Context: an optimization exercise on an open-source flow, tuned for small area. The choices shown serve that exercise and are no tape-out recipe. Where RTL was checked, it was by simulation tests only, not by an equivalence proof against the original. Function not checked in runs 2 and 3: the RTL went through the layout flow alone. Power is estimated from default activity; no workload was simulated.

===== design/flow/config.mk =====
export PLATFORM = sky130hd
export DESIGN_NAME = bus_sniffer
export DESIGN_NICKNAME = bus_sniffer
export VERILOG_FILES = /design/flow/design.v
export SDC_FILE = /design/flow/constraint.sdc
export NUM_CORES = 4
export LEC_CHECK = 0
export CAP_MARGIN = 20
export CORE_MARGIN = 2
export CORE_UTILIZATION = 72
export CTS_BUF_LIST = sky130_fd_sc_hd__clkbuf_4 sky130_fd_sc_hd__clkbuf_8
export CTS_CLUSTER_DIAMETER = 60
export CTS_CLUSTER_SIZE = 20
export PLACE_DENSITY = 0.8
export SLEW_MARGIN = 20

===== design/flow/constraint.sdc =====
create_clock -name core_clock -period 5.0 [get_ports {clk_i}]
set_input_delay 1.0000 -clock core_clock [delete_from_list [all_inputs] [get_ports {clk_i}]]
set_output_delay 1.0000 -clock core_clock [all_outputs]
set_load 0.01 [all_outputs]

===== design/flow/design.v =====
package sniffer_pkg;
  typedef logic [32-1:0] addr_t;
  typedef logic [32-1:0] data_t;
  typedef logic [4-1:0] be_t;
  typedef logic [32-1:0] ts_t;
  typedef logic [7:0] src_id_t;
  localparam int ReservedW = 128 - 8 - 32 - 32
                             - 32 - 4 - 3;
  typedef struct packed {
    src_id_t              source_id;     
    ts_t                  timestamp;     
    addr_t                address;       
    data_t                data;          
    be_t                  byte_enable;   
    logic                 we;            
    logic                 valid;         
    logic                 gnt;           
    logic [ReservedW-1:0] reserved;      
  } frame_t;
  typedef struct packed {
    logic                         req;      
    logic                         id1;      
    logic                         we_gnt;   
    be_t                          be;       
    addr_t                        addr;     
    data_t                        data;
    logic [12-1:0]  ts_lo;    
  } entry_t;
  localparam int EntryW = 3 + 4 + 32 + 32
                          + 12;
  typedef enum logic {
    IDLE,
    SHIFT
  } ser_state_e;
endpackage
module event_capture (
  input  logic                clk_i,
  input  logic                rst_ni,
  input  logic                instr_req_i,
  input  sniffer_pkg::addr_t  instr_addr_i,
  input  sniffer_pkg::data_t  instr_wdata_i,
  input  sniffer_pkg::be_t    instr_be_i,
  input  logic                instr_we_i,
  input  logic                instr_rvalid_i,
  input  sniffer_pkg::data_t  instr_rdata_i,
  input  logic                instr_gnt_i,
  input  logic                data_req_i,
  input  sniffer_pkg::addr_t  data_addr_i,
  input  sniffer_pkg::data_t  data_wdata_i,
  input  sniffer_pkg::be_t    data_be_i,
  input  logic                data_we_i,
  input  logic                data_rvalid_i,
  input  sniffer_pkg::data_t  data_rdata_i,
  input  logic                data_gnt_i,
  input  logic                load_i,    
  output logic                push_o,
  output sniffer_pkg::entry_t entry_o,
  output sniffer_pkg::ts_t    ts_o       
);
  sniffer_pkg::ts_t ts_q;
  logic win_ir, win_iv, win_dr, win_dv, win_da;
  always_ff @(posedge clk_i or negedge rst_ni) begin
    if (!rst_ni) begin
      ts_q <= '0;
    end else begin
      ts_q <= ts_q + sniffer_pkg::ts_t'(1);   
    end
  end
  assign ts_o = ts_q;
  always_comb begin
    push_o         = instr_req_i | instr_rvalid_i | data_req_i | data_rvalid_i;
    win_ir = load_i && instr_req_i;
    win_iv = load_i && !instr_req_i && instr_rvalid_i;
    win_dr = load_i && !instr_req_i && !instr_rvalid_i && data_req_i;
    win_dv = load_i && !instr_req_i && !instr_rvalid_i && !data_req_i;   
    win_da = load_i && !instr_req_i && data_req_i;   
    entry_o.req    = load_i && (instr_req_i || (!instr_rvalid_i && data_req_i));
    entry_o.id1    = load_i && !instr_req_i && (instr_rvalid_i || data_req_i);
    entry_o.be     = ({4{win_ir}} & instr_be_i) |
                     ({4{win_da}} & data_be_i);
    entry_o.addr   = ({32{win_ir}} & instr_addr_i) |
                     ({32{win_da}} & data_addr_i);
    entry_o.ts_lo  = {12{load_i}} & ts_q[12-1:0];
    entry_o.we_gnt = (win_ir & instr_we_i) | (win_iv & instr_gnt_i) |
                     (win_dr & data_we_i) | (win_dv & data_gnt_i);
    entry_o.data   = ({32{win_ir}} & instr_wdata_i) |
                     ({32{win_iv}} & instr_rdata_i) |
                     ({32{win_dr}} & data_wdata_i) |
                     ({32{win_dv}} & data_rdata_i);
  end
endmodule
module frame_fifo #(
  parameter int Depth = 16
) (
  input  logic                clk_i,
  input  logic                rst_ni,
  input  logic                push_i,
  input  sniffer_pkg::entry_t entry_i,
  input  logic                pop_i,       
  input  logic                release_i,   
  input  logic                release_next_i,   
  output logic                load0_o,     
  output sniffer_pkg::entry_t head_o,      
  output logic                empty_o
);
  localparam int Slots = Depth + 1;
  localparam int W     = sniffer_pkg::EntryW;
  localparam int CntW  = $clog2(Depth) + 1;
  logic [CntW-1:0]  count_q;   
  logic             full;
  logic             push_ok;
  logic [Slots-1:0] valid_q;   
  logic [Slots-1:0] load;      
  logic [Slots-1:0] valid_in;  
  logic [Slots-1:0] valid_d;
  logic [Slots-1:0] stuck_d;   
  logic [Slots-1:0] load_q;    
  logic [Slots-1:0][W-1:0] slot_q;
  logic [Slots-1:0][W-1:0] slot_in;
  assign full    = (count_q == CntW'(Depth));
  assign push_ok = push_i && !full;
  assign empty_o = (count_q == '0);
  always_ff @(posedge clk_i or negedge rst_ni) begin
    if (!rst_ni) begin
      count_q <= '0;
    end else begin
      case ({push_ok, pop_i})
        2'b10:   count_q <= count_q + 1'b1;
        2'b01:   count_q <= count_q - 1'b1;
        default: count_q <= count_q;   
      endcase
    end
  end
  always_comb begin
    load[Slots-1] = !valid_q[Slots-1] || release_i;
    for (int k = Slots - 2; k >= 0; k--) begin
      load[k] = !valid_q[k] || load[k+1];
    end
  end
  assign valid_in = {valid_q[Slots-2:0], push_ok};
  assign slot_in  = {slot_q[Slots-2:0], entry_i};
  assign load0_o  = load[0];
  always_comb begin
    for (int k = 0; k < Slots; k++) begin
      valid_d[k] = load[k] ? valid_in[k] : valid_q[k];
    end
    stuck_d[Slots-1] = valid_d[Slots-1] && !release_next_i;
    for (int k = Slots - 2; k >= 0; k--) begin
      stuck_d[k] = valid_d[k] && stuck_d[k+1];
    end
  end
  always_ff @(posedge clk_i or negedge rst_ni) begin
    if (!rst_ni) begin
      valid_q <= '0;
      load_q  <= '1;
    end else begin
      valid_q <= valid_d;
      load_q  <= ~stuck_d;
    end
  end
  for (genvar k = 0; k < Slots; k++) begin : g_slot
    always_ff @(posedge clk_i) begin
      if (k == 0) begin
        slot_q[k][W-1:1] <= ~(slot_in[k][W-1:1] | ({(W-1){!load_q[k]}} & slot_q[k][W-1:1]));
        slot_q[k][0]     <= slot_in[k][0] | (!load_q[k] & slot_q[k][0]);
      end else begin
        slot_q[k][W-1:1] <= ~(({(W-1){!load[k]}} | slot_in[k][W-1:1]) &
                              ({(W-1){load_q[k]}} | slot_q[k][W-1:1]));
        slot_q[k][0]     <= (!load[k] | slot_in[k][0]) & (load_q[k] | slot_q[k][0]);
      end
    end
  end
  assign head_o = slot_q[Slots-1];
endmodule
module frame_serializer (
  input  logic                clk_i,
  input  logic                rst_ni,
  input  logic                empty_i,
  input  sniffer_pkg::entry_t entry_i,     
  input  sniffer_pkg::ts_t    ts_i,        
  output logic                pop_o,
  output logic                release_o,   
  output logic                release_next_o,   
  output logic                sniffer_tdo_o,
  output logic                sniffer_valid_o
);
  localparam int CntW  = $clog2(128);
  localparam int LoW   = 12;
  localparam int HiW   = 32 - LoW;
  localparam int HiPos = 88 + LoW;   
  logic            busy_q;      
  logic [CntW-1:0] bit_cnt_q;   
  logic            tdo_q;
  logic            valid_q;
  logic            wrapped;
  logic            lo_wrap;
  logic            hi_win;
  logic            borrow_q;    
  logic            ones_q;      
  logic [128-1:0] frame;
  logic            mask;
  logic            inv_i;       
  logic            stored;      
  logic            req;         
  logic            id1;
  logic            we_gnt;
  logic [LoW-1:0]  ts_lo;
  logic            frame_bit;
  function automatic logic below(input logic [LoW-1:0] a, input logic [LoW-1:0] b);
    logic lt;
    lt = 1'b0;
    for (int i = 0; i < LoW; i++) begin
      lt = (a[i] ^ b[i]) ? b[i] : lt;
    end
    below = lt;
  endfunction
  assign pop_o     = !busy_q && !empty_i;   
  assign release_o = busy_q && (bit_cnt_q == CntW'(122));   
  assign release_next_o = busy_q && (bit_cnt_q == CntW'(121));
  assign inv_i   = ts_i[0] ^ entry_i.ts_lo[0];
  assign req     = entry_i.req ^ inv_i;
  assign id1     = entry_i.id1 ^ inv_i;
  assign we_gnt  = entry_i.we_gnt ^ inv_i;
  assign ts_lo   = {entry_i.ts_lo[LoW-1:1] ^ {(LoW-1){inv_i}}, entry_i.ts_lo[0]};
  assign wrapped = below(ts_i[LoW-1:0], ts_lo);
  assign lo_wrap = &ts_i[LoW-1:0];   
  assign hi_win  = (bit_cnt_q >= CntW'(HiPos)) && (bit_cnt_q < CntW'(HiPos + HiW));
  always_ff @(posedge clk_i) begin
    if (!hi_win) begin
      borrow_q <= lo_wrap || wrapped;
      ones_q   <= 1'b1;
    end else begin
      borrow_q <= lo_wrap ? (ones_q && frame_bit) : (borrow_q && !frame_bit);
      ones_q   <= ones_q && frame_bit;
    end
  end
  assign frame = {5'b0, !(req || id1), id1, req,
                  ts_i[32-1:LoW], entry_i.ts_lo,
                  entry_i.addr,
                  entry_i.data,
                  entry_i.be,
                  req && we_gnt,
                  1'b1,
                  req || we_gnt,
                  17'b0};
  assign stored = (bit_cnt_q >= CntW'(20)) && (bit_cnt_q < CntW'(88)) ||
                  (bit_cnt_q > CntW'(88)) && (bit_cnt_q < CntW'(HiPos));
  assign mask = !req &&
                ((bit_cnt_q >= CntW'(20) && bit_cnt_q < CntW'(24)) ||
                 (bit_cnt_q >= CntW'(56) && bit_cnt_q < CntW'(88)));
  logic [31:0] sel1;
  logic [7:0]  sel2;
  logic [1:0]  sel3;
  always_comb begin
    for (int g = 0; g < 32; g++) sel1[g] = frame[4*g + bit_cnt_q[1:0]];
    for (int g = 0; g < 8; g++)  sel2[g] = sel1[4*g + bit_cnt_q[3:2]];
    for (int g = 0; g < 2; g++)  sel3[g] = sel2[4*g + bit_cnt_q[5:4]];
  end
  assign frame_bit = sel3[bit_cnt_q[6]];
  always_ff @(posedge clk_i or negedge rst_ni) begin
    if (!rst_ni) begin
      busy_q  <= 1'b0;
      tdo_q   <= 1'b0;
      valid_q <= 1'b0;
    end else begin
      if (pop_o) begin
        busy_q <= 1'b1;
      end else if (bit_cnt_q == CntW'(128 - 1)) begin
        busy_q <= 1'b0;
      end
      tdo_q   <= busy_q && (((frame_bit ^ (stored && inv_i)) && !mask) ^ (hi_win && borrow_q));
      valid_q <= busy_q;
    end
  end
  always_ff @(posedge clk_i) begin
    if (busy_q) begin
      bit_cnt_q <= bit_cnt_q + 1'b1;   
    end else begin
      bit_cnt_q <= '0;
    end
  end
  assign sniffer_tdo_o   = tdo_q;
  assign sniffer_valid_o = valid_q;
endmodule
module bus_sniffer (
  input  logic                clk_i,
  input  logic                rst_ni,
  input  logic                instr_req_i,
  input  sniffer_pkg::addr_t  instr_addr_i,
  input  sniffer_pkg::data_t  instr_wdata_i,
  input  sniffer_pkg::be_t    instr_be_i,
  input  logic                instr_we_i,
  input  logic                instr_rvalid_i,
  input  sniffer_pkg::data_t  instr_rdata_i,
  input  logic                instr_gnt_i,
  input  logic                data_req_i,
  input  sniffer_pkg::addr_t  data_addr_i,
  input  sniffer_pkg::data_t  data_wdata_i,
  input  sniffer_pkg::be_t    data_be_i,
  input  logic                data_we_i,
  input  logic                data_rvalid_i,
  input  sniffer_pkg::data_t  data_rdata_i,
  input  logic                data_gnt_i,
  output logic                sniffer_tdo_o,
  output logic                sniffer_valid_o
);
  logic   push;
  sniffer_pkg::entry_t cap_entry;
  sniffer_pkg::ts_t    ts;
  logic   pop;
  logic   release_head;
  logic   load0;
  logic   release_head_next;
  logic   empty;
  sniffer_pkg::entry_t head_entry;
  event_capture u_capture (
    .clk_i     (clk_i),
    .rst_ni    (rst_ni),
    .instr_req_i(instr_req_i),
    .instr_addr_i(instr_addr_i),
    .instr_wdata_i(instr_wdata_i),
    .instr_be_i(instr_be_i),
    .instr_we_i(instr_we_i),
    .instr_rvalid_i(instr_rvalid_i),
    .instr_rdata_i(instr_rdata_i),
    .instr_gnt_i(instr_gnt_i),
    .data_req_i(data_req_i),
    .data_addr_i(data_addr_i),
    .data_wdata_i(data_wdata_i),
    .data_be_i (data_be_i),
    .data_we_i (data_we_i),
    .data_rvalid_i(data_rvalid_i),
    .data_rdata_i(data_rdata_i),
    .data_gnt_i(data_gnt_i),
    .load_i    (load0),
    .push_o    (push),
    .entry_o   (cap_entry),
    .ts_o      (ts)
  );
  frame_fifo #(
    .Depth (16)
  ) u_fifo (
    .clk_i   (clk_i),
    .rst_ni  (rst_ni),
    .push_i    (push),
    .entry_i   (cap_entry),
    .pop_i     (pop),
    .release_i (release_head),
    .release_next_i (release_head_next),
    .load0_o   (load0),
    .head_o    (head_entry),
    .empty_o   (empty)
  );
  frame_serializer u_serializer (
    .clk_i           (clk_i),
    .rst_ni          (rst_ni),
    .empty_i         (empty),
    .entry_i         (head_entry),
    .ts_i            (ts),
    .pop_o           (pop),
    .release_o       (release_head),
    .release_next_o  (release_head_next),
    .sniffer_tdo_o   (sniffer_tdo_o),
    .sniffer_valid_o (sniffer_valid_o)
  );
endmodule

===== design/flow/flow/run.sh =====
#!/bin/bash
# The standard layout (the standard.sh: standard synthesis, floorplan,
# power grid, placement, CTS, routing), with options the flow settings
# cannot reach:
#  - port buffers are the smallest buffer, buf_1, instead of the delay cell
#    buffer_ports picks by default (every port still gets its own buffer)
#  - CTS (same clustering and buffers as config.mk's CTS settings) without
#    dummy loads; the tree is still an H-tree balanced by CTS
# Each tool's output goes to the ORFS logs under orfs/logs/; make's own
# output is kept in flow_make.log here.
set -euo pipefail
cd "$(dirname "$0")/.."
export CTS_ARGS="-sink_clustering_enable -repair_clock_nets -dont_use_dummy_load -sink_clustering_size 20 -sink_clustering_max_diameter 60 -buf_list {sky130_fd_sc_hd__clkbuf_4 sky130_fd_sc_hd__clkbuf_8}"
export BUFFER_PORTS_ARGS="-buffer_cell sky130_fd_sc_hd__buf_1"
bash standard.sh finish > flow_make.log 2>&1

===== design/flow/standard.sh =====
#!/bin/bash
# synth_recipe.tcl (not shown) runs the flow's synth.tcl, then flattens the netlist and writes it again
# the make line also repeats each setting of config.mk as NAME=value (left out here)
make -C /OpenROAD-flow-scripts/flow DESIGN_CONFIG=/design/flow/config.mk WORK_HOME=/design/flow/orfs CLKGATE_MAP_FILE= SYNTH_SCRIPT=/design/flow/synth_recipe.tcl "${@:-finish}"

==> impl_metrics.toml, run 1 <==
[run_status]
status = "finished clean"

[die]
die-area_sq_um = 63390
die_y_microns = 251.8
die_w_microns = 251.8
core_area_sq_um = 60470
start_util_pct = 73.09
num_io_pins = 212
row_count = 90

[synthesis]
synthFlopType = "dfxtp_1"
synth_edf_count = 0
syn_inst = 3745
synth_top_area_share_pct = 64.32
yosys_warnings = 3
ys_types = 63
seq_area_frac_synth_pct = 68.55
yosys.area.top_type = "dfxtp_1"
synth_nets = 3966
ys_ff_latch = 1494
syn_avg_cell_area_sq_um = 11.80
synth_common_cells = "dfxtp_1, o22ai_1, clkbuf_1, nand2_1, a222oi_1"
syn_area_sq_um = 44200
synth.most_common_cell = "dfxtp_1"
synthTopCellsByArea = "dfxtp_1, o22ai_1, dfrtp_1, clkbuf_1, a222oi_1"
async_flop_share_pct = 4.953

[timing]
fin_crit_ns = 3.756
fin_setup_tns_ns = 0
fin_crit_sh_pct = 75.12
hold_viol = 0
worstMarginPinSlew_ns = 0.9620
fin_skew_ns = 0.1212
slew_headroom_pct = 35.59
max_freq_mhz = 266.2
rsz0062_at_grt = "false"
drv_slew = 0
setup_violations = 0

[cts]
clk_pin_slew_ns = 0.11
cts_setup_buffers = 0
cts_hold_buf = 0
cts_tree = "done"
cts_resized = 0
h-tree-depth = 3
cts-root-buf = "clkbuf_8"
cts.path.max_buffers = 3
clock_latency_ns = 0.72
numCtsBuffers = 86
cts.sinks = 1494

[worst_setup_path]
path_class = "register to register"
crit_path_max_fanout = 22
crit_arrival_ns = 4.34
worstPathRequired_ns = 5.58
start_kind = "register"
setup.worst_path.end_class = "register"
r2r_setup_slack_ns = 1.24
ff2ff_path_depth = 11

[grt]
grt_start_max_net_pins = 88
antenna_found_initial = 1
grt_overflow = 0
grt_pass1_vias = 28740
grt_pass1_wl_microns = 153500
track_usage_pct = 29.18

[cells_and_area]
area_delta_synth_final_pct = 4.566
drive_above_1_share_pct = 5.746
fin_area_sq_um = 46220
finalNetCount = 3965
layout.cells.non_filler = 4525
fillCellCount = 3833

[flow_run]
cap_violations = 0

[routing]
via_per_inst = 6.735
drtIter0Drc = 2585
wl_per_cell_microns = 20.75
drc = 0
drt-pass1-iter-count = 11
vias = 30470
wl_microns = 93880
drtAntennaViolNets = 0

[worst_hold_path]
hold_class = "input port to async pin"

[place]
post-dp-hpwl_microns = 63620
placed_area_sq_um = 45030
port_buffers = 211
place_congestion = 1.024
dp_cells = 4438

[power_and_ir_drop]
total_leakage_power_uw = 0.01718
powerDensity_nw_per_um2 = 547.6
worst_ir_drop_vdd_mv = 0.4164
-- state kept, by name (all words and copies together), names as in the netlist --
name / count
u_serializer.bit_cnt_q: 7
u_fifo.slot_q: 1411
u_serializer.valid_q: 1
u_fifo.valid_q: 17
u_serializer.busy_q: 1
u_serializer.ones_q: 1
u_fifo.count_q: 5
u_fifo.load_q: 17
u_serializer.tdo_q: 1
u_serializer.borrow_q: 1
u_capture.ts_q: 32
-- kinds of logic after synthesis --
kind of cell	share of synthesized area (%)
adders and majority gates	0.4869
buffers and inverters	3.337
muxes	1.333
DFF	68.55
AOI/OAI and AO/OA	21.91
and+or+nand+nor	3.349
xor gates and xnor gates	1.030
-- cells in the final DEF, fill, tap and decap left out, types with 17 or more instances in the layout --
cell / Yosys / layout
a222oi_1: 70 / 70
and3_1: 49 / 42
buf_1: 16 / 210
buf_4: 1 / 45
clkbuf_8: 0 / 86
dfrtp_1: 57 / 57
dfstp_2: 17 / 17
dfxtp_1: 1420 / 1419
inv_1: 25 / 24
mux4_2: 19 / 19
nand2_1: 105 / 105
nand3_1: 25 / 25
nor2_1: 31 / 31
o22a_1: 17 / 17
o22ai_1: 1314 / 1314
or2_2: 18 / 18
xnor2_1: 24 / 24
xor2_1: 28 / 28
-- per-stage QoR --
stage	power (uW)	hold WS (ns)	setup slack, ns	util, %
finish	25310	0.1943	1.244	76.43
global route	26490	0.1915	0.9962	76.43
CTS	25330	0.1421	1.301	76.43
detailed placement	20690	0.4243	1.362	74.47
global placement	20270	0.4172	1.403	74.47
floorplan	19410	0.4112	1.843	-
-- critical path: stages, from the launching register on --
cell      delay [ns]
dfxtp_1         0.81
and4_4          0.38
a311oi_4        0.12
buf_4           0.20
and3_2          0.23
and3_2          0.21
nand3_4         0.26
nor3b_4         0.62
buf_4           0.32
buf_4           0.21
a222oi_1        0.10
and3_1          0.16
-- report_power, final --
group	internal (uW)	leakage, uW	switching [uW]
combinational	1890	0.00370	834
sequential	15500	0.0129	2270
clock	1560	0.000618	3270
total	18900	0.0172	6380
-- routing by layer --
layer	GRT usage [%]	share of wire, %	vias to the layer above
met5	0	0	-
met4	9.694	2.6	0
met1	42.47	47	14830
li1	-	-	14550
met2	45.50	45	974
met3	3.962	5.8	123
-- final cells by class --
type                       count  area (sq um)  share of cell area [%]
multi-input combinational   1879         12480                   27.01
clock buffer                  86          1184                   2.561
timing repair buffer         258          1174                   2.539
sequential                  1494         30300                   65.56
inverter                      25         93.84                  0.2030
tap                          782         978.4                   2.117
antenna                        1         2.502                0.005414
-- final timing paths --
path / to / start
max in group asynchronous: u_fifo.valid_q[8] / rst_ni
min in group core_clock: u_fifo.slot_q[1071] / u_fifo.slot_q[988]
worst max-delay path: u_fifo.slot_q[27] / u_serializer.bit_cnt_q[4]
worst min register to register: u_fifo.slot_q[1071] / u_fifo.slot_q[988]
worst max register to register: u_fifo.slot_q[27] / u_serializer.bit_cnt_q[4]
worst min-delay path: u_capture.ts_q[29] / rst_ni
==> run 2: changes to the inputs <==
--- a/design/flow/design.v
+++ b/design/flow/design.v
@@ -99,13 +99,18 @@
   input  logic                pop_i,       
   input  logic                release_i,   
   input  logic                release_next_i,   
+  input  logic                shift_i,     
+  input  logic                shift_next_i,     
   output logic                load0_o,     
   output sniffer_pkg::entry_t head_o,      
+  output logic                head_bit_o,  
   output logic                empty_o
 );
   localparam int Slots = Depth + 1;
   localparam int W     = sniffer_pkg::EntryW;
   localparam int CntW  = $clog2(Depth) + 1;
+  localparam int LoW   = 12;
+  localparam int SerW  = 4 + 32 + 32 + LoW - 1;
   logic [CntW-1:0]  count_q;   
   logic             full;
   logic             push_ok;
@@ -117,6 +122,9 @@
   logic [Slots-1:0] load_q;    
   logic [Slots-1:0][W-1:0] slot_q;
   logic [Slots-1:0][W-1:0] slot_in;
+  logic             hold_q;    
+  sniffer_pkg::entry_t top_q, top_in;
+  logic [SerW-1:0]  ser_q, ser_in, ser_next;   
   assign full    = (count_q == CntW'(Depth));
   assign push_ok = push_i && !full;
   assign empty_o = (count_q == '0);
@@ -151,14 +159,18 @@
   end
   always_ff @(posedge clk_i or negedge rst_ni) begin
     if (!rst_ni) begin
-      valid_q <= '0;
-      load_q  <= '1;
+      valid_q   <= '0;
+      load_q[0] <= 1'b1;
     end else begin
-      valid_q <= valid_d;
-      load_q  <= ~stuck_d;
+      valid_q   <= valid_d;
+      load_q[0] <= !stuck_d[0];
     end
   end
-  for (genvar k = 0; k < Slots; k++) begin : g_slot
+  always_ff @(posedge clk_i) begin
+    load_q[Slots-1:1] <= ~stuck_d[Slots-1:1];
+    hold_q            <= stuck_d[Slots-1] && !shift_next_i;
+  end
+  for (genvar k = 0; k < Slots - 1; k++) begin : g_slot
     always_ff @(posedge clk_i) begin
       if (k == 0) begin
         slot_q[k][W-1:1] <= ~(slot_in[k][W-1:1] | ({(W-1){!load_q[k]}} & slot_q[k][W-1:1]));
@@ -170,17 +182,35 @@
       end
     end
   end
-  assign head_o = slot_q[Slots-1];
+  assign top_in   = slot_in[Slots-1];
+  assign ser_in   = {top_in.ts_lo[LoW-1:1], top_in.addr, top_in.data, top_in.be};
+  assign ser_q    = {top_q.ts_lo[LoW-1:1], top_q.addr, top_q.data, top_q.be};
+  assign ser_next = {1'b0, ser_q[SerW-1:1]};
+  always_ff @(posedge clk_i) begin
+    {top_q.req, top_q.id1, top_q.we_gnt} <=
+      ~(({3{!load[Slots-1]}} | {top_in.req, top_in.id1, top_in.we_gnt}) &
+        ({3{load_q[Slots-1]}} | {top_q.req, top_q.id1, top_q.we_gnt}));
+    top_q.ts_lo[0] <= (!load[Slots-1] | top_in.ts_lo[0]) & (load_q[Slots-1] | top_q.ts_lo[0]);
+    {top_q.ts_lo[LoW-1:1], top_q.addr, top_q.data, top_q.be} <=
+      ~(({SerW{load[Slots-1]}} & ser_in) | ({SerW{shift_i}} & ser_next) |
+        ({SerW{hold_q}} & ser_q));
+  end
+  assign slot_q[Slots-1] = top_q;
+  assign head_o     = top_q;
+  assign head_bit_o = ser_q[0];
 endmodule
 module frame_serializer (
   input  logic                clk_i,
   input  logic                rst_ni,
   input  logic                empty_i,
   input  sniffer_pkg::entry_t entry_i,     
+  input  logic                entry_bit_i,   
   input  sniffer_pkg::ts_t    ts_i,        
   output logic                pop_o,
   output logic                release_o,   
   output logic                release_next_o,   
+  output logic                shift_o,     
+  output logic                shift_next_o,     
   output logic                sniffer_tdo_o,
   output logic                sniffer_valid_o
 );
@@ -197,6 +227,7 @@
   logic            hi_win;
   logic            borrow_q;    
   logic            ones_q;      
+  logic            wrapped_q;   
   logic [128-1:0] frame;
   logic            mask;
   logic            inv_i;       
@@ -217,6 +248,10 @@
   assign pop_o     = !busy_q && !empty_i;   
   assign release_o = busy_q && (bit_cnt_q == CntW'(122));   
   assign release_next_o = busy_q && (bit_cnt_q == CntW'(121));
+  assign shift_o      = busy_q && ((bit_cnt_q >= CntW'(20) && bit_cnt_q < CntW'(88)) ||
+                                   (bit_cnt_q >= CntW'(89) && bit_cnt_q < CntW'(HiPos)));
+  assign shift_next_o = busy_q && ((bit_cnt_q >= CntW'(19) && bit_cnt_q < CntW'(87)) ||
+                                   (bit_cnt_q >= CntW'(88) && bit_cnt_q < CntW'(HiPos - 1)));
   assign inv_i   = ts_i[0] ^ entry_i.ts_lo[0];
   assign req     = entry_i.req ^ inv_i;
   assign id1     = entry_i.id1 ^ inv_i;
@@ -226,8 +261,11 @@
   assign lo_wrap = &ts_i[LoW-1:0];   
   assign hi_win  = (bit_cnt_q >= CntW'(HiPos)) && (bit_cnt_q < CntW'(HiPos + HiW));
   always_ff @(posedge clk_i) begin
+    wrapped_q <= ((bit_cnt_q == CntW'(19)) ? wrapped : wrapped_q) || lo_wrap;
+  end
+  always_ff @(posedge clk_i) begin
     if (!hi_win) begin
-      borrow_q <= lo_wrap || wrapped;
+      borrow_q <= lo_wrap || wrapped_q;
       ones_q   <= 1'b1;
     end else begin
       borrow_q <= lo_wrap ? (ones_q && frame_bit) : (borrow_q && !frame_bit);
@@ -235,10 +273,8 @@
     end
   end
   assign frame = {5'b0, !(req || id1), id1, req,
-                  ts_i[32-1:LoW], entry_i.ts_lo,
-                  entry_i.addr,
-                  entry_i.data,
-                  entry_i.be,
+                  ts_i[32-1:LoW], {LoW-1{entry_bit_i}}, entry_i.ts_lo[0],
+                  {32 + 32 + 4{entry_bit_i}},
                   req && we_gnt,
                   1'b1,
                   req || we_gnt,
@@ -311,6 +347,9 @@
   logic   release_head;
   logic   load0;
   logic   release_head_next;
+  logic   shift_head;
+  logic   shift_head_next;
+  logic   head_bit;
   logic   empty;
   sniffer_pkg::entry_t head_entry;
   event_capture u_capture (
@@ -347,8 +386,11 @@
     .pop_i     (pop),
     .release_i (release_head),
     .release_next_i (release_head_next),
+    .shift_i   (shift_head),
+    .shift_next_i (shift_head_next),
     .load0_o   (load0),
     .head_o    (head_entry),
+    .head_bit_o (head_bit),
     .empty_o   (empty)
   );
   frame_serializer u_serializer (
@@ -356,10 +398,13 @@
     .rst_ni          (rst_ni),
     .empty_i         (empty),
     .entry_i         (head_entry),
+    .entry_bit_i     (head_bit),
     .ts_i            (ts),
     .pop_o           (pop),
     .release_o       (release_head),
     .release_next_o  (release_head_next),
+    .shift_o         (shift_head),
+    .shift_next_o    (shift_head_next),
     .sniffer_tdo_o   (sniffer_tdo_o),
     .sniffer_valid_o (sniffer_valid_o)
   );
==> impl_metrics.toml, run 2 <==
[grt]
grt_pass1_vias = 28070
grt_start_max_net_pins = 86
grt_pass1_wl_microns = 146600
grt_overflow = 0
track_usage_pct = 27.41
antenna_found_initial = 1

[timing]
fin_crit_sh_pct = 75.43
slew_headroom_pct = 36.05
drv_slew = 0
setup_violations = 0
fin_crit_ns = 3.771
fin_setup_tns_ns = 0
rsz0062_at_grt = "false"
worstMarginPinSlew_ns = 0.9593
timing.hold.ws_ns = 0.3910
max_freq_mhz = 265.2
hold_viol = 0
fin_skew_ns = 0.07361

[synthesis]
synth_xor_xnor_area_share_pct = 1.093
yosys_warnings = 4
ys_ff_latch = 1496
syn_area_sq_um = 44070
synth_edf_count = 0
yosys.area.top_type = "dfxtp_1"
synth_nets = 3959
synthAdderAreaFrac_pct = 0.4656
syn_avg_cell_area_sq_um = 11.79
synth_top_area_share_pct = 65.33
synthTopCellsByArea = "dfxtp_1, o22ai_1, a222oi_1, dfrtp_1, clkbuf_1"
synth-simple-area-share_pct = 3.612
synthFlopType = "dfxtp_1"
synth_common_cells = "dfxtp_1, o22ai_1, clkbuf_1, a222oi_1, nand2_1"
async_flop_share_pct = 3.877
seq_area_frac_synth_pct = 68.62
syn_inst = 3738
synth.most_common_cell = "dfxtp_1"
synth-compound-area-share_pct = 22.63
ys_types = 77
synth_top_family_by_area = "compound AO/OA/AOI/OAI gates"
synthMuxAreaShare_pct = 0.3010

[cts]
cts.path.max_buffers = 3
cts_hold_buf = 0
h-tree-depth = 3
clock_latency_ns = 0.71
numCtsBuffers = 86
cts-root-buf = "clkbuf_8"
clk_pin_slew_ns = 0.11
cts_tree = "done"
cts_setup_buffers = 0
cts_resized = 0
cts.sinks = 1496

[die]
die_y_microns = 251.4
core_area_sq_um = 60470
die-area_sq_um = 63200
die_w_microns = 251.4
row_count = 90
start_util_pct = 72.87
num_io_pins = 212

[cells_and_area]
largest_reg_flops = 1328
mostFrequentLayoutCells = "dfxtp_1, o22ai_1, buf_1, a222oi_1, nand2_1"
fin_area_sq_um = 46130
area_delta_synth_final_pct = 4.676
finalNetCount = 3946
drive_above_1_share_pct = 5.265
layout_commonest_cell = "dfxtp_1"
largest-register = "u_fifo.slot_q"

[power_and_ir_drop]
powerDensity_nw_per_um2 = 666.4
worst_ir_drop_vdd_mv = 0.3836
total_leakage_power_uw = 0.01725

[routing]
drt-pass1-iter-count = 10
vias = 29950
drtAntennaViolNets = 0
via_per_inst = 6.647
wl_microns = 88300
drc = 0
drtIter0Drc = 2892
wl_per_cell_microns = 19.59

[place]
post-dp-hpwl_microns = 61340
port_buffers = 211
placed_area_sq_um = 44940
place_congestion = 0.9798

[worst_setup_path]
crit_path_max_fanout = 51
path_class = "register to register"
worstPathRequired_ns = 5.56
setup.worst_path.end_class = "register"
crit_arrival_ns = 4.33
ff2ff_path_depth = 7
start_kind = "register"

[run_status]
status = "finished clean"

[worst_hold_path]
hold_class = "register to register"
whs_path_depth = 1

[flow_run]
cap_violations = 0
==> run 2: cell count changes after synthesis, moves of 13 or more <==
cell / previous run / this run
buf_2: 30 / 15
mux4_2: 19 / 4
mux2i_1: 15 / 2
dfstp_2: 17 / 1
dfxtp_1: 1420 / 1438
a222oi_1: 70 / 147
o22ai_1: 1314 / 1238
clkbuf_1: 295 / 314
==> run 2: through the flow <==
stage / std cells / power, uW / utilization (%) / worst slack, ns
3_3_place_gp: 4418 / 25490 / 74.29 / 1.342
4_1_cts: 4505 / 30780 / 76.27 / 1.117
2_1_floorplan: 3738 / 24020 / - / 2.098
3_5_place_dp: 4419 / 26180 / 74.31 / 1.176
6_report: 4506 / 30740 / 76.28 / 1.229
5_1_grt: 4506 / 32420 / 76.28 / 0.9833
==> run 2: layout make-up <==
| cell class | count | area (sq um) |
|---|---|---|
| repair buffers | 252 | 1121 |
| multi-input cells | 1869 | 12510 |
| flip-flops and latches | 1496 | 30260 |
| well taps | 782 | 978.4 |
| clock buffers | 86 | 1184 |
| inverters | 20 | 75.07 |
| diodes | 1 | 2.502 |
| fillers | 3857 | 14340 |
==> run 2: worst paths after layout <==
path	start	end	slack, ns
max	u_serializer.bit_cnt_q[0]	u_fifo.slot_q[139]	1.23
min	u_fifo.slot_q[90]	u_fifo.slot_q[173]	0.39
max reg2reg	u_serializer.bit_cnt_q[0]	u_fifo.slot_q[139]	1.23
min reg2reg	u_fifo.slot_q[90]	u_fifo.slot_q[173]	0.39
max in group asynchronous	rst_ni	u_fifo.valid_q[10]	4.02
min in group asynchronous	rst_ni	u_fifo.valid_q[3]	0.42
==> run 2: critical path, cell delays in order, from the launching register on <==
cell     delay [ns]
dfxtp_1        0.76
inv_1          0.22
ha_1           0.36
a31o_2         0.33
nor4_4         0.52
and2_2         0.67
buf_4          0.53
o22ai_1        0.18
==> run 2: power breakdown <==
| group | internal (uW) | switching [uW] | total (uW) |
|---|---|---|---|
| Combinational | 3220 | 1930 | 5150 |
| Clock | 1560 | 3220 | 4770 |
| Sequential | 17300 | 3520 | 20800 |
| Total | 22100 | 8670 | 30700 |
==> run 2: routing by layer <==
layer	global-route usage, %	routed length, microns	part of all wire, %	vias to the layer above
met1	41.35	42690	48	14350
met4	6.939	1865	2.1	0
met2	41.53	38970	44	865
met3	4.463	4769	5.4	115
li1	-	-	-	14620
met5	0	0	0	-
==> run 2: logic make-up after synthesis <==
| family | count (synthesis) |
|---|---|
| multiplexers | 8 |
| AO/OA/AOI/OAI | 1489 |
| XOR/XNOR | 55 |
| buffers and inverters | 373 |
| AND/OR/NAND/NOR | 300 |
| adder cells (fa/ha/maj) | 17 |
| flip-flops | 1496 |
==> run 3: changes to the inputs <==
--- a/design/flow/flow/run.sh
+++ b/design/flow/flow/run.sh
@@ -10,6 +10,6 @@
 # output is kept in flow_make.log here.
 set -euo pipefail
 cd "$(dirname "$0")/.."
-export CTS_ARGS="-sink_clustering_enable -repair_clock_nets -dont_use_dummy_load -sink_clustering_size 20 -sink_clustering_max_diameter 60 -buf_list {sky130_fd_sc_hd__clkbuf_4 sky130_fd_sc_hd__clkbuf_8}"
+export CTS_ARGS="-sink_clustering_enable -repair_clock_nets -dont_use_dummy_load -sink_clustering_size 11 -sink_clustering_max_diameter 40 -buf_list {sky130_fd_sc_hd__clkbuf_4}"
 export BUFFER_PORTS_ARGS="-buffer_cell sky130_fd_sc_hd__buf_1"
 bash standard.sh finish > flow_make.log 2>&1
==> impl_metrics.toml, run 3 <==
[cells_and_area]
layout_commonest_cell = "dfxtp_1"
drive_above_1_share_pct = 7.133
area_delta_synth_final_pct = 4.773
largest_reg_flops = 1328
largest-register = "u_fifo.slot_q"
fin_area_sq_um = 46170
mostFrequentLayoutCells = "dfxtp_1, o22ai_1, buf_1, clkbuf_4, a222oi_1"
finalNetCount = 4022
layout.cells.non_filler = 4588

[worst_setup_path]
crit_path_top_delay_cell = "dfxtp_1"
startpoint = "u_serializer.bit_cnt_q[0]"
crit_path_max_fanout = 51
worstSetupEndpoint = "u_fifo.slot_q[125]"
ff2ff_path_depth = 7
worstPathRequired_ns = 5.79
crit_arrival_ns = 4.62
r2r_end = "u_fifo.slot_q[125]"
r2r_setup_slack_ns = 1.17
setup.worst_path.end_class = "register"
timing.rr.start = "u_serializer.bit_cnt_q[0]"
max_stage_delay_ns = 0.75
start_kind = "register"
crit_chain = "inv_1 > ha_1 > a31o_2 > nor4_4 > and2_2 > buf_4 > o22ai_1"
path_class = "register to register"

[synthesis]
syn_inst = 3738
synth_nets = 3959
syn_avg_cell_area_sq_um = 11.79
yosys.area.top_type = "dfxtp_1"
synthTopCellsByArea = "dfxtp_1, o22ai_1, a222oi_1, dfrtp_1, clkbuf_1"
synth_edf_count = 0
yosys_warnings = 4
synth.most_common_cell = "dfxtp_1"
ys_ff_latch = 1496
seq_area_frac_synth_pct = 68.62
syn_area_sq_um = 44070
synthFlopType = "dfxtp_1"
async_flop_share_pct = 3.877
ys_types = 77
synth_common_cells = "dfxtp_1, o22ai_1, clkbuf_1, a222oi_1, nand2_1"
synth_top_area_share_pct = 65.33

[place]
place_congestion = 0.9798
port_buffers = 211
dp_cells = 4419
dp_slack_ns = 1.176
placed_area_sq_um = 44940
post-dp-hpwl_microns = 61340

[cts]
clk_pin_slew_ns = 0.11
h-tree-depth = 4
numCtsBuffers = 162
cts.path.max_buffers = 3
cts.sinks = 1496
cts_resized = 0
cts_setup_buffers = 0
cts-root-buf = "clkbuf_4"
clock_latency_ns = 1.02
cts_hold_buf = 0
cts_tree = "done"

[grt]
track_usage_pct = 27.97
grt_pass1_wl_microns = 148600
grt_overflow = 0
grt_start_max_net_pins = 86
grt_pass1_vias = 28760
antenna_found_initial = 2

[die]
num_io_pins = 212
start_util_pct = 72.87
die_y_microns = 251.4
core_area_sq_um = 60470
row_count = 90
die-area_sq_um = 63200
die_w_microns = 251.4

[timing]
fin_crit_ns = 3.827
fin_setup_tns_ns = 0
setup_ws_ns = 1.173
fin_crit_sh_pct = 76.55
setup_violations = 0
max_freq_mhz = 261.3
worstMarginPinSlew_ns = 1.126
fin_skew_ns = 0.08968
slew_headroom_pct = 24.39
drv_slew = 0
hold_viol = 0
rsz0062_at_grt = "false"

[routing]
vias = 30430
drtAntennaViolNets = 0
drtIter0Drc = 2748
via_per_inst = 6.633
wl_per_cell_microns = 19.53
wl_microns = 89590
drc = 0
drt-pass1-iter-count = 14

[worst_hold_path]
hold_class = "input port to async pin"

[flow_run]
cap_violations = 0

[power_and_ir_drop]
total_leakage_power_uw = 0.01738
worst_ir_drop_vdd_mv = 0.3434
powerDensity_nw_per_um2 = 667.9

[run_status]
status = "finished clean"
run 3: cell count changes in the layout (fill, tap and decap cells not counted), sizes merged:
cell,delta
clkbuf,+76
diode,+6
run 3: how the worst min path moves through the flow:
stage / from / end
5_1_grt: instr_addr_i[12] / u_fifo.slot_q[56]
3_5_place_dp: u_fifo.slot_q[205] / u_fifo.slot_q[288]
6_report: rst_ni / u_fifo.valid_q[1]
3_3_place_gp: u_fifo.slot_q[988] / u_fifo.slot_q[1071]
2_1_floorplan: u_fifo.slot_q[82] / u_fifo.slot_q[82]
4_1_cts: rst_ni / u_fifo.valid_q[6]
run 3: critical path, delay by kind of cell (launching register included):
kind                       cells  cell delay (ns)
AOI/OAI and AO/OA              2             0.49
buffers and inverters          2             0.75
adders and majority gates      1             0.36
DFF                            1             0.75
and+or+nand+nor                2             1.21
run 3: stage by stage:
step	util [%]	hold slack, ns	total power [uW]
global placement	74.29	0.4178	25490
CTS	76.32	0.04792	30860
finish	76.35	0.1114	30840
detailed placement	74.31	0.4256	26180
floorplan	-	0.4110	24020
global route	76.35	0.08259	32560
run 3: logic make-up after synthesis:
| kind of cell | count (synthesis) | share of synthesized area [%] |
|---|---|---|
| DFF | 1496 | 68.62 |
| and+or+nand+nor | 300 | 3.612 |
| adders and majority gates | 17 | 0.4657 |
| xor gates and xnor gates | 55 | 1.093 |
| muxes | 8 | 0.3010 |
| AOI/OAI and AO/OA | 1489 | 22.63 |
| buffers and inverters | 373 | 3.271 |
run 3: cell type report:
| type | instances | area (sq um) |
|---|---|---|
| clock buffers | 162 | 1216 |
| flip-flops and latches | 1496 | 30260 |
| multi-input cells | 1869 | 12500 |
| repair buffers | 252 | 1121 |
| diodes | 7 | 17.52 |
| well taps | 782 | 978.4 |
| fillers | 3868 | 14300 |
| inverters | 20 | 75.07 |
run 3: where the power goes:
| part | internal (uW) | switching, uW |
|---|---|---|
| registers | 17300 | 3540 |
| clock network | 1490 | 3350 |
| logic | 3220 | 1940 |
run 3: routing by layer:
metal	up-vias	GRT usage, %	part of all wire [%]	routed length [microns]
li1	14850	-	-	-
met1	14520	41.53	49	43470
met4	0	9.473	2.2	2006
met5	-	0	0	0
met3	146	4.970	5.2	4701
met2	913	41.72	44	39420
==> run 4: changes to the inputs <==
--- a/design/flow/design.v
+++ b/design/flow/design.v
@@ -159,17 +159,15 @@
   end
   always_ff @(posedge clk_i or negedge rst_ni) begin
     if (!rst_ni) begin
-      valid_q   <= '0;
-      load_q[0] <= 1'b1;
+      valid_q <= '0;
+      load_q  <= '1;
+      hold_q  <= 1'b0;
     end else begin
-      valid_q   <= valid_d;
-      load_q[0] <= !stuck_d[0];
+      valid_q <= valid_d;
+      load_q  <= ~stuck_d;
+      hold_q  <= stuck_d[Slots-1] && !shift_next_i;
     end
   end
-  always_ff @(posedge clk_i) begin
-    load_q[Slots-1:1] <= ~stuck_d[Slots-1:1];
-    hold_q            <= stuck_d[Slots-1] && !shift_next_i;
-  end
   for (genvar k = 0; k < Slots - 1; k++) begin : g_slot
     always_ff @(posedge clk_i) begin
       if (k == 0) begin
--- a/design/flow/flow/run.sh
+++ b/design/flow/flow/run.sh
@@ -10,6 +10,6 @@
 # output is kept in flow_make.log here.
 set -euo pipefail
 cd "$(dirname "$0")/.."
-export CTS_ARGS="-sink_clustering_enable -repair_clock_nets -dont_use_dummy_load -sink_clustering_size 11 -sink_clustering_max_diameter 40 -buf_list {sky130_fd_sc_hd__clkbuf_4}"
+export CTS_ARGS="-sink_clustering_enable -repair_clock_nets -dont_use_dummy_load -sink_clustering_size 20 -sink_clustering_max_diameter 60 -buf_list {sky130_fd_sc_hd__clkbuf_4 sky130_fd_sc_hd__clkbuf_8}"
 export BUFFER_PORTS_ARGS="-buffer_cell sky130_fd_sc_hd__buf_1"
 bash standard.sh finish > flow_make.log 2>&1
--- a/design/flow/config.mk
+++ b/design/flow/config.mk
@@ -7,9 +7,9 @@
 export LEC_CHECK = 0
 export CAP_MARGIN = 20
 export CORE_MARGIN = 2
-export CORE_UTILIZATION = 72
+export CORE_UTILIZATION = 68
 export CTS_BUF_LIST = sky130_fd_sc_hd__clkbuf_4 sky130_fd_sc_hd__clkbuf_8
 export CTS_CLUSTER_DIAMETER = 60
 export CTS_CLUSTER_SIZE = 20
-export PLACE_DENSITY = 0.8
+export PLACE_DENSITY = 0.82
 export SLEW_MARGIN = 20
==> impl_metrics.toml, run 4 <==
[place]
place_congestion = 0.8523
port_buffers = 211
dp_cells = 4466
post-dp-hpwl_microns = 57660

[cells_and_area]
largest-register = "u_fifo.slot_q"
layout.cells.non_filler = 4553
layout_commonest_cell = "dfxtp_1"
area_delta_synth_final_pct = 4.810
finalNetCount = 3919
largest_reg_flops = 1328
mostFrequentLayoutCells = "dfxtp_1, o22ai_1, buf_1, a222oi_1, nand2_1"
drive_above_1_share_pct = 5.276

[synthesis]
synthTopCellsByArea = "dfxtp_1, o22ai_1, a222oi_1, dfrtp_1, clkbuf_1"
syn_avg_cell_area_sq_um = 11.87
synth_common_cells = "dfxtp_1, o22ai_1, clkbuf_1, a222oi_1, nand2_1"
synth-simple-area-share_pct = 3.292
yosys.area.top_type = "dfxtp_1"
synthMuxAreaShare_pct = 0.3696
synth_edf_count = 0
synth_nets = 3929
yosys_warnings = 4
seq_area_frac_synth_pct = 68.95
synth_xor_xnor_area_share_pct = 1.015
synth_top_family_by_area = "compound AO/OA/AOI/OAI gates"
async_flop_share_pct = 5.013
synth.most_common_cell = "dfxtp_1"
syn_inst = 3708
synthAdderAreaFrac_pct = 0.4663
ys_ff_latch = 1496
synth_top_area_share_pct = 64.64
ys_types = 65
synthFlopType = "dfxtp_1"
synth-compound-area-share_pct = 22.66
syn_area_sq_um = 44010

[power_and_ir_drop]
powerDensity_nw_per_um2 = 607.3
p_seq_share_pct = 70.4
p_sw_uw = 7295
pwr-share-clk_pct = 17.1
pwr-share-comb_pct = 12.5
total_leakage_power_uw = 0.01752
p_sw_share_pct = 26.04
worst_ir_drop_vdd_mv = 0.3803
internal_power_uw = 20720

[worst_setup_path]
crit_chain = "inv_1 > ha_1 > inv_1 > o31ai_4 > a221oi_1 > o21ai_0 > nor3b_1 > nand4_1"
path_class = "register to register"
crit_path_max_fanout = 13
worstPathRequired_ns = 5.57
start_kind = "register"
path_common_cell = "inv_1"
setup.worst_path.end_class = "register"
crit_path_top_delay_cell = "nor3b_1"
crit_arrival_ns = 4.24
max_stage_delay_ns = 0.90

[timing]
worstMarginPinSlew_ns = 1.029
hold_viol = 0
max_freq_mhz = 272.6
setup_violations = 0
fin_crit_sh_pct = 73.36
fin_crit_ns = 3.668
drv_slew = 0
fin_setup_tns_ns = 0
fin_skew_ns = 0.05368
rsz0062_at_grt = "false"
timing.hold.ws_ns = 0.3253
slew_headroom_pct = 31.38

[grt]
met2_usage_pct = 38.67
grt_pass1_vias = 27730
use_met3_pct = 3.453
met1_usage_pct = 39.03
grt_pass1_wl_microns = 145800
grt_start_max_net_pins = 86
antenna_found_initial = 2
track_usage_pct = 25.77
grt.busiest_layer = "met1"
grt_overflow = 0

[die]
die_w_microns = 258.4
row_count = 93
die_y_microns = 258.4
num_io_pins = 212
die-area_sq_um = 66770
start_util_pct = 68.52
core_area_sq_um = 64230

[flow_run]
cap_violations = 0

[routing]
wl_per_cell_microns = 19.38
wl_microns = 88230
vias = 30070
drt-pass1-iter-count = 12
drtAntennaViolNets = 0
drtIter0Drc = 2479
drc = 0
via_per_inst = 6.605

[cts]
cts_hold_buf = 0
numCtsBuffers = 85
h-tree-depth = 3
cts-root-buf = "clkbuf_8"
cts_resized = 0
cts_tree = "done"
clk_pin_slew_ns = 0.11
cts.path.max_buffers = 3
cts.sinks = 1496
clock_latency_ns = 0.72
cts_setup_buffers = 0

[worst_hold_path]
hold_class = "input port to async pin"

[run_status]
status = "finished clean"
[run 4: kinds of logic after synthesis]
group / count (synthesis)
compound gates: 1487
mux: 10
flops: 1496
xor+xnor: 51
buf+inv: 370
simple gates: 277
fa+ha+maj: 17
[run 4: metal layers]
metal	up-vias	wire length, microns
met1	14630	42510
met5	-	0
met4	0	2036
met2	823	39100
li1	14500	-
met3	127	4572
[run 4: final cells by class]
class	instances	area, sq um
Timing Repair Buffer	254	1156
Multi-Input combinational cell	1842	12300
Antenna cell	2	5.005
Tap cell	855	1070
Sequential cell	1496	30350
Inverter	19	71.32
Fill cell	4370	18100
Clock buffer	85	1170
[run 4: worst max-delay path, delay by kind of cell (launching register included)]
family | cells | cell delay (ns)
compound gates | 3 | 1.27
fa+ha+maj | 1 | 0.26
buf+inv | 2 | 0.27
flops | 1 | 0.65
simple gates | 2 | 1.10
[run 4: through the flow]
| step | utilization [%] | total power (uW) | cell area [sq um] | worst slack, ns |
|---|---|---|---|---|
| after floorplan | - | 21810 | 44010 | 2.043 |
| after global placement | 69.98 | 22900 | 44950 | 1.459 |
| after detailed placement | 69.98 | 23430 | 44950 | 1.286 |
| after CTS | 71.80 | 28030 | 46120 | 1.297 |
| after global routing | 71.81 | 29420 | 46130 | 0.8401 |
| final | 71.81 | 28010 | 46130 | 1.332 |
[run 4: path summary, 6_finish.rpt]
check / startpoint / endpoint / slack (ns) / cells past startpoint
worst min-delay path: rst_ni / u_fifo.count_q[1] / 0.33 / 1
worst max register to register: u_serializer.bit_cnt_q[0] / u_fifo.load_q[0] / 1.33 / 8
min in group core_clock: u_fifo.slot_q[1085] / u_fifo.slot_q[1168] / 0.41 / 1
worst max-delay path: u_serializer.bit_cnt_q[0] / u_fifo.load_q[0] / 1.33 / 8
max in group asynchronous: rst_ni / u_capture.ts_q[27] / 3.74 / 2
worst min register to register: u_fifo.slot_q[1085] / u_fifo.slot_q[1168] / 0.41 / 1
[run 4: power by group through the flow]
stage	combinational [uW]	clock, uW	sequential [uW]
finish	3490	4790	19700
global route	3910	5310	20200
CTS	3510	4880	19600
detailed placement	3500	0	19900
global placement	3220	0	19700
floorplan	3070	0	18700
==> run 5: changes to the inputs <==
--- a/design/flow/config.mk
+++ b/design/flow/config.mk
@@ -7,7 +7,7 @@
 export LEC_CHECK = 0
 export CAP_MARGIN = 20
 export CORE_MARGIN = 2
-export CORE_UTILIZATION = 68
+export CORE_UTILIZATION = 76
 export CTS_BUF_LIST = sky130_fd_sc_hd__clkbuf_4 sky130_fd_sc_hd__clkbuf_8
 export CTS_CLUSTER_DIAMETER = 60
 export CTS_CLUSTER_SIZE = 20
==> impl_metrics.toml, run 5 <==
[routing]
wl_per_cell_microns = 19.67
drt-pass1-iter-count = 14
via_per_inst = 6.684
drc = 0
drtAntennaViolNets = 0
drtIter0Drc = 2562
vias = 29790
wl_microns = 87670

[synthesis]
synth_edf_count = 0
synth_nets = 3929
ys_types = 65
ys_ff_latch = 1496
syn_area_sq_um = 44010
async_flop_share_pct = 5.013
synth_common_cells = "dfxtp_1, o22ai_1, clkbuf_1, a222oi_1, nand2_1"
synthTopCellsByArea = "dfxtp_1, o22ai_1, a222oi_1, dfrtp_1, clkbuf_1"
yosys.area.top_type = "dfxtp_1"
synth_xor_xnor_area_share_pct = 1.015
seq_area_frac_synth_pct = 68.95
syn_avg_cell_area_sq_um = 11.87
synth_top_area_share_pct = 64.64
syn_inst = 3708
synthAdderAreaFrac_pct = 0.4663
synthFlopType = "dfxtp_1"
synthMuxAreaShare_pct = 0.3696
synth.most_common_cell = "dfxtp_1"
synth_top_family_by_area = "compound AO/OA/AOI/OAI gates"
synth-compound-area-share_pct = 22.66
synth-simple-area-share_pct = 3.292
yosys_warnings = 4

[flow_run]
cap_violations = 0

[die]
die-area_sq_um = 59850
die_w_microns = 244.6
num_io_pins = 212
die_y_microns = 244.6
core_area_sq_um = 57480
start_util_pct = 76.57
row_count = 88

[place]
port_buffers = 211
dp_cells = 4371
post-dp-hpwl_microns = 59900
place_congestion = 0.9213

[cts]
cts_setup_buffers = 0
cts_hold_buf = 0
clk_pin_slew_ns = 0.11
cts.sinks = 1496
cts-root-buf = "clkbuf_8"
clock_latency_ns = 0.72
cts_tree = "done"
cts.path.max_buffers = 3
cts_resized = 0
numCtsBuffers = 85
h-tree-depth = 3

[timing]
rsz0062_at_grt = "false"
fin_skew_ns = 0.06115
fin_crit_sh_pct = 80.33
drv_slew = 0
worstMarginPinSlew_ns = 1.008
slew_headroom_pct = 32.79
fin_crit_ns = 4.017
max_freq_mhz = 249.0
fin_setup_tns_ns = 0
hold_viol = 0
setup_violations = 0

[worst_setup_path]
start_kind = "register"
setup.worst_path.end_class = "register"
worstPathRequired_ns = 5.64
path_class = "register to register"
crit_path_max_fanout = 84
crit_arrival_ns = 4.66

[cells_and_area]
multi_input_area_sq_um = 12300
mostFrequentLayoutCells = "dfxtp_1, o22ai_1, buf_1, a222oi_1, nand2_1"
finalNetCount = 3914
largest_reg_flops = 1328
final_util_pct = 79.91
layout_commonest_cell = "dfxtp_1"
area_delta_synth_final_pct = 4.358
layout.cells.non_filler = 4457
drive_above_1_share_pct = 5.148
seq_area_sq_um = 30350
fillCellCount = 3569
largest-register = "u_fifo.slot_q"

[grt]
track_usage_pct = 28.66
grt_pass1_vias = 27850
antenna_found_initial = 0
grt_start_max_net_pins = 88
grt_pass1_wl_microns = 144700
grt_overflow = 0

[worst_hold_path]
hold_class = "input port to async pin"

[power_and_ir_drop]
total_leakage_power_uw = 0.01748
worst_ir_drop_vdd_mv = 0.4349
powerDensity_nw_per_um2 = 613.9
power_uw = 28190

[run_status]
status = "finished clean"
==> run 5: worst max-delay path, stage by stage (launching register included) <==
cell and delay [ns]:
dfxtp_1 0.68, ha_1 0.28, inv_1 0.07, o31ai_4 0.32, buf_4 0.75, nor2_4 0.22
maj3_1 0.40, and3_1 0.18, o21ai_0 0.60, nor3b_1 0.29, nand4_1 0.16
==> run 5: worst paths after layout <==
check	startpoint	endpoint	slack [ns]	cells past startpoint
worst max-delay path	u_serializer.bit_cnt_q[1]	u_fifo.load_q[0]	0.98	10
worst min-delay path	rst_ni	u_fifo.count_q[2]	0.41	1
worst max register to register	u_serializer.bit_cnt_q[1]	u_fifo.load_q[0]	0.98	10
worst min register to register	u_fifo.slot_q[303]	u_fifo.slot_q[386]	0.41	1
max in group asynchronous	rst_ni	u_fifo.hold_q	3.82	1
min in group core_clock	u_fifo.slot_q[303]	u_fifo.slot_q[386]	0.41	1
==> run 5: kinds of logic (layout without fill, tap and decap cells) <==
group	count (synthesis)	count (layout)
fa+ha+maj	17	17
compound gates	1487	1487
other cells	0	1
simple gates	277	277
buf+inv	370	353
mux	10	10
xor+xnor	51	51
flops	1496	1496
==> run 5: routing by layer <==
metal	global-route usage (%)	wire length, microns
met3	4.625	4293
met5	0	0
met4	7.281	1880
met2	44.73	39390
met1	42.20	42100
==> run 5: power by group <==
group | leakage, uW | internal, uW | switching (uW)
Combinational | 0.00401 | 2450 | 1090
Clock | 0.000611 | 1540 | 3260
Sequential | 0.0129 | 16700 | 3120
==> run 5: metrics by stage <==
stage | cell area [sq um] | hold slack (ns) | worst slack (ns)
final | 45930 | 0.4055 | 0.9833
after global routing | 45930 | 0.4169 | 0.5661
after CTS | 45920 | 0.4024 | 0.9771
after detailed placement | 44750 | 0.4243 | 0.9910
after global placement | 44750 | 0.4174 | 1.117
after floorplan | 44010 | 0.4060 | 2.043
==> run 5: layout make-up <==
class	count	share of cell area (%)
Multi-Input combinational cell	1842	26.78
Clock buffer	85	2.547
Inverter	19	0.1553
Antenna cell	1	0.005449
Timing Repair Buffer	249	2.354
Sequential cell	1496	66.07
Tap cell	765	2.084
==> run 6: changes to the inputs <==
--- a/design/flow/config.mk
+++ b/design/flow/config.mk
@@ -7,9 +7,9 @@
 export LEC_CHECK = 0
 export CAP_MARGIN = 20
 export CORE_MARGIN = 2
-export CORE_UTILIZATION = 76
+export CORE_UTILIZATION = 72
 export CTS_BUF_LIST = sky130_fd_sc_hd__clkbuf_4 sky130_fd_sc_hd__clkbuf_8
 export CTS_CLUSTER_DIAMETER = 60
 export CTS_CLUSTER_SIZE = 20
-export PLACE_DENSITY = 0.82
+export PLACE_DENSITY = 0.8
 export SLEW_MARGIN = 20
==> impl_metrics.toml, run 6 <==
[worst_setup_path]
crit_chain = "inv_1 > ha_1 > inv_1 > o31ai_4 > nor3_4 > buf_4 > and3_2 > and3_2 > and3_2 > buf_4 > o22ai_1"
setup.worst_path.end_class = "register"
ff2ff_path_depth = 11
crit_family = "buffers and inverters"
r2r_setup_slack_ns = 0.98
path_common_cell = "and3_2"
path_class = "register to register"
cp.depth = 11
worstPathRequired_ns = 5.54
startpoint = "u_serializer.bit_cnt_q[0]"
r2r_end = "u_fifo.slot_q[302]"
max_stage_delay_ns = 0.66
worstSetupEndpoint = "u_fifo.slot_q[302]"
path_buf_inv = 4
start_kind = "register"
crit_arrival_ns = 4.57
crit_path_top_delay_cell = "dfxtp_1"
timing.rr.start = "u_serializer.bit_cnt_q[0]"
crit_path_max_fanout = 86

[flow_run]
cap_violations = 0

[cts]
h-tree-depth = 3
cts_setup_buffers = 0
clk_pin_slew_ns = 0.11
cts-root-buf = "clkbuf_8"
cts_tree = "done"
numCtsBuffers = 86
cts_hold_buf = 0
cts.path.max_buffers = 3
cts_resized = 0
clock_latency_ns = 0.71
cts.sinks = 1496

[timing]
drv_slew = 0
fin_setup_tns_ns = 0
fin_crit_ns = 4.024
fin_skew_ns = 0.07560
rsz0062_at_grt = "false"
max_freq_mhz = 248.5
timing.hold.ws_ns = 0.4015
setup_violations = 0
fin_crit_sh_pct = 80.48
slew_headroom_pct = 33.25
worstMarginPinSlew_ns = 1.001
hold_viol = 0

[power_and_ir_drop]
power_uw = 28120
total_leakage_power_uw = 0.01748
worst_ir_drop_vdd_mv = 0.3491
powerDensity_nw_per_um2 = 611.8

[synthesis]
seq_area_frac_synth_pct = 68.95
syn_area_sq_um = 44010
syn_avg_cell_area_sq_um = 11.87
synthTopCellsByArea = "dfxtp_1, o22ai_1, a222oi_1, dfrtp_1, clkbuf_1"
synth_top_area_share_pct = 64.64
synth_common_cells = "dfxtp_1, o22ai_1, clkbuf_1, a222oi_1, nand2_1"
async_flop_share_pct = 5.013
syn_inst = 3708
yosys.area.top_type = "dfxtp_1"
ys_types = 65
synth_edf_count = 0
synthFlopType = "dfxtp_1"
synth.most_common_cell = "dfxtp_1"
synth_nets = 3929
yosys_warnings = 4
ys_ff_latch = 1496

[cells_and_area]
mostFrequentLayoutCells = "dfxtp_1, o22ai_1, buf_1, a222oi_1, nand2_1"
drive_above_1_share_pct = 5.173
finalNetCount = 3915
largest_reg_flops = 1328
area_delta_synth_final_pct = 4.444
layout_commonest_cell = "dfxtp_1"
largest-register = "u_fifo.slot_q"

[routing]
wl_microns = 87230
drtIter0Drc = 2525
vias = 29850
wl_per_cell_microns = 19.49
drt-pass1-iter-count = 10
drc = 0
drtAntennaViolNets = 0
via_per_inst = 6.670

[die]
num_io_pins = 212
die-area_sq_um = 63120
core_area_sq_um = 60360
die_y_microns = 251.2
start_util_pct = 72.91
row_count = 90
die_w_microns = 251.2

[place]
place_congestion = 0.9808
post-dp-hpwl_microns = 59040
port_buffers = 211

[grt]
grt_overflow = 0
grt_start_max_net_pins = 88
antenna_found_initial = 1
grt_pass1_vias = 28030
track_usage_pct = 27.20
grt_pass1_wl_microns = 145500

[worst_hold_path]
hold_class = "input port to async pin"

[run_status]
status = "finished clean"
==> run 6: how the worst min path moves through the flow <==
stage                                   start                   end  slack [ns]  cells after the start
final                                  rst_ni     u_fifo.count_q[3]        0.40                      1
after global routing         instr_addr_i[19]     u_fifo.slot_q[63]        0.43                      2
after CTS                    instr_addr_i[17]     u_fifo.slot_q[61]        0.42                      2
after detailed placement    u_fifo.slot_q[75]    u_fifo.slot_q[158]        0.42                      1
after global placement    u_fifo.slot_q[1191]   u_fifo.slot_q[1274]        0.42                      1
after floorplan           u_serializer.busy_q  u_serializer.valid_q        0.41                      0
==> run 6: per-layer routing <==
layer | global-route usage, % | up-vias | wire length [microns]
met3 | 4.017 | 146 | 4471
met5 | 0 | - | 0
met2 | 42.11 | 846 | 38520
met1 | 40.47 | 14380 | 42330
met4 | 7.041 | 0 | 1900
li1 | - | 14470 | -
==> run 6: layout make-up <==
type	count	area, sq um
sequential	1496	30350
inverter	19	71.32
tap	782	978.4
timing repair buffer	249	1081
clock buffer	86	1184
fill	3893	14390
antenna	1	2.502
multi-input combinational	1842	12300
==> run 6: cells by family (layout without fill, tap and decap cells) <==
| logic type | Yosys count | in the layout | synth area share, % |
|---|---|---|---|
| xor+xnor | 51 | 51 | 1.015 |
| compound gates | 1487 | 1487 | 22.66 |
| other cells | 0 | 1 | 0 |
| fa+ha+maj | 17 | 17 | 0.4663 |
| simple gates | 277 | 277 | 3.292 |
| mux | 10 | 10 | 0.3696 |
| buf+inv | 370 | 354 | 3.241 |
| flops | 1496 | 1496 | 68.95 |
==> run 6: power by group <==
| part | switching, uW | internal, uW | leakage (uW) |
|---|---|---|---|
| sequential | 3060 | 16700 | 0.0129 |
| combinational | 1080 | 2450 | 0.00401 |
| clock | 3250 | 1560 | 0.000618 |
==> run 6: per-stage QoR <==
| step | std cells | instance area (sq um) | setup WS, ns | util, % |
|---|---|---|---|---|
| floorplan | 3708 | 44010 | 2.043 | - |
| global placement | 4388 | 44770 | 1.091 | 74.18 |
| detailed placement | 4388 | 44780 | 0.9113 | 74.18 |
| CTS | 4474 | 45960 | 0.9047 | 76.14 |
| global route | 4475 | 45970 | 0.5151 | 76.15 |
| finish | 4475 | 45970 | 0.9760 | 76.15 |

[what the ideal ports hide]
In the flow no input, the clock included, has a driving cell. The finished layouts below were timed again as built, in two steps.
Step 1 sets driving cells, clkbuf_16 on the clock port and buf_2 on the other inputs (assumed; they add their load-dependent delay and slew).
Step 2, shift: input delay + t, output delay - t, t = (earliest + latest rising clock arrival at the registers) / 2. This alone moves slack from input paths to output paths.
Three values: ideal ports, drivers, drivers and shift; two values: the first two.
run	shift t [ns]	slack for setup (ns)	worst hold slack (ns)	slew at the worst register clock pin (ns)	worst slew at a driven data input, ns
run 1	0.721	1.244 / 1.244 / 1.244	0.194 / 0.167 / 0.382	0.12 / 0.12	0.05
run 2	0.740	1.229 / 1.229 / 1.229	0.391 / 0.391 / 0.391	0.12 / 0.12	0.06
run 3	1.052	1.173 / 1.173 / 1.173	0.111 / 0.076 / 0.384	0.12 / 0.12	0.06
run 4	0.752	1.332 / 1.332 / 1.332	0.325 / 0.286 / 0.410	0.12 / 0.12	0.07
run 5	0.748	0.983 / 0.983 / 0.983	0.406 / 0.372 / 0.415	0.12 / 0.12	0.07
run 6	0.738	0.976 / 0.976 / 0.976	0.402 / 0.361 / 0.429	0.12 / 0.12	0.06
After both steps every run listed still meets setup and hold.
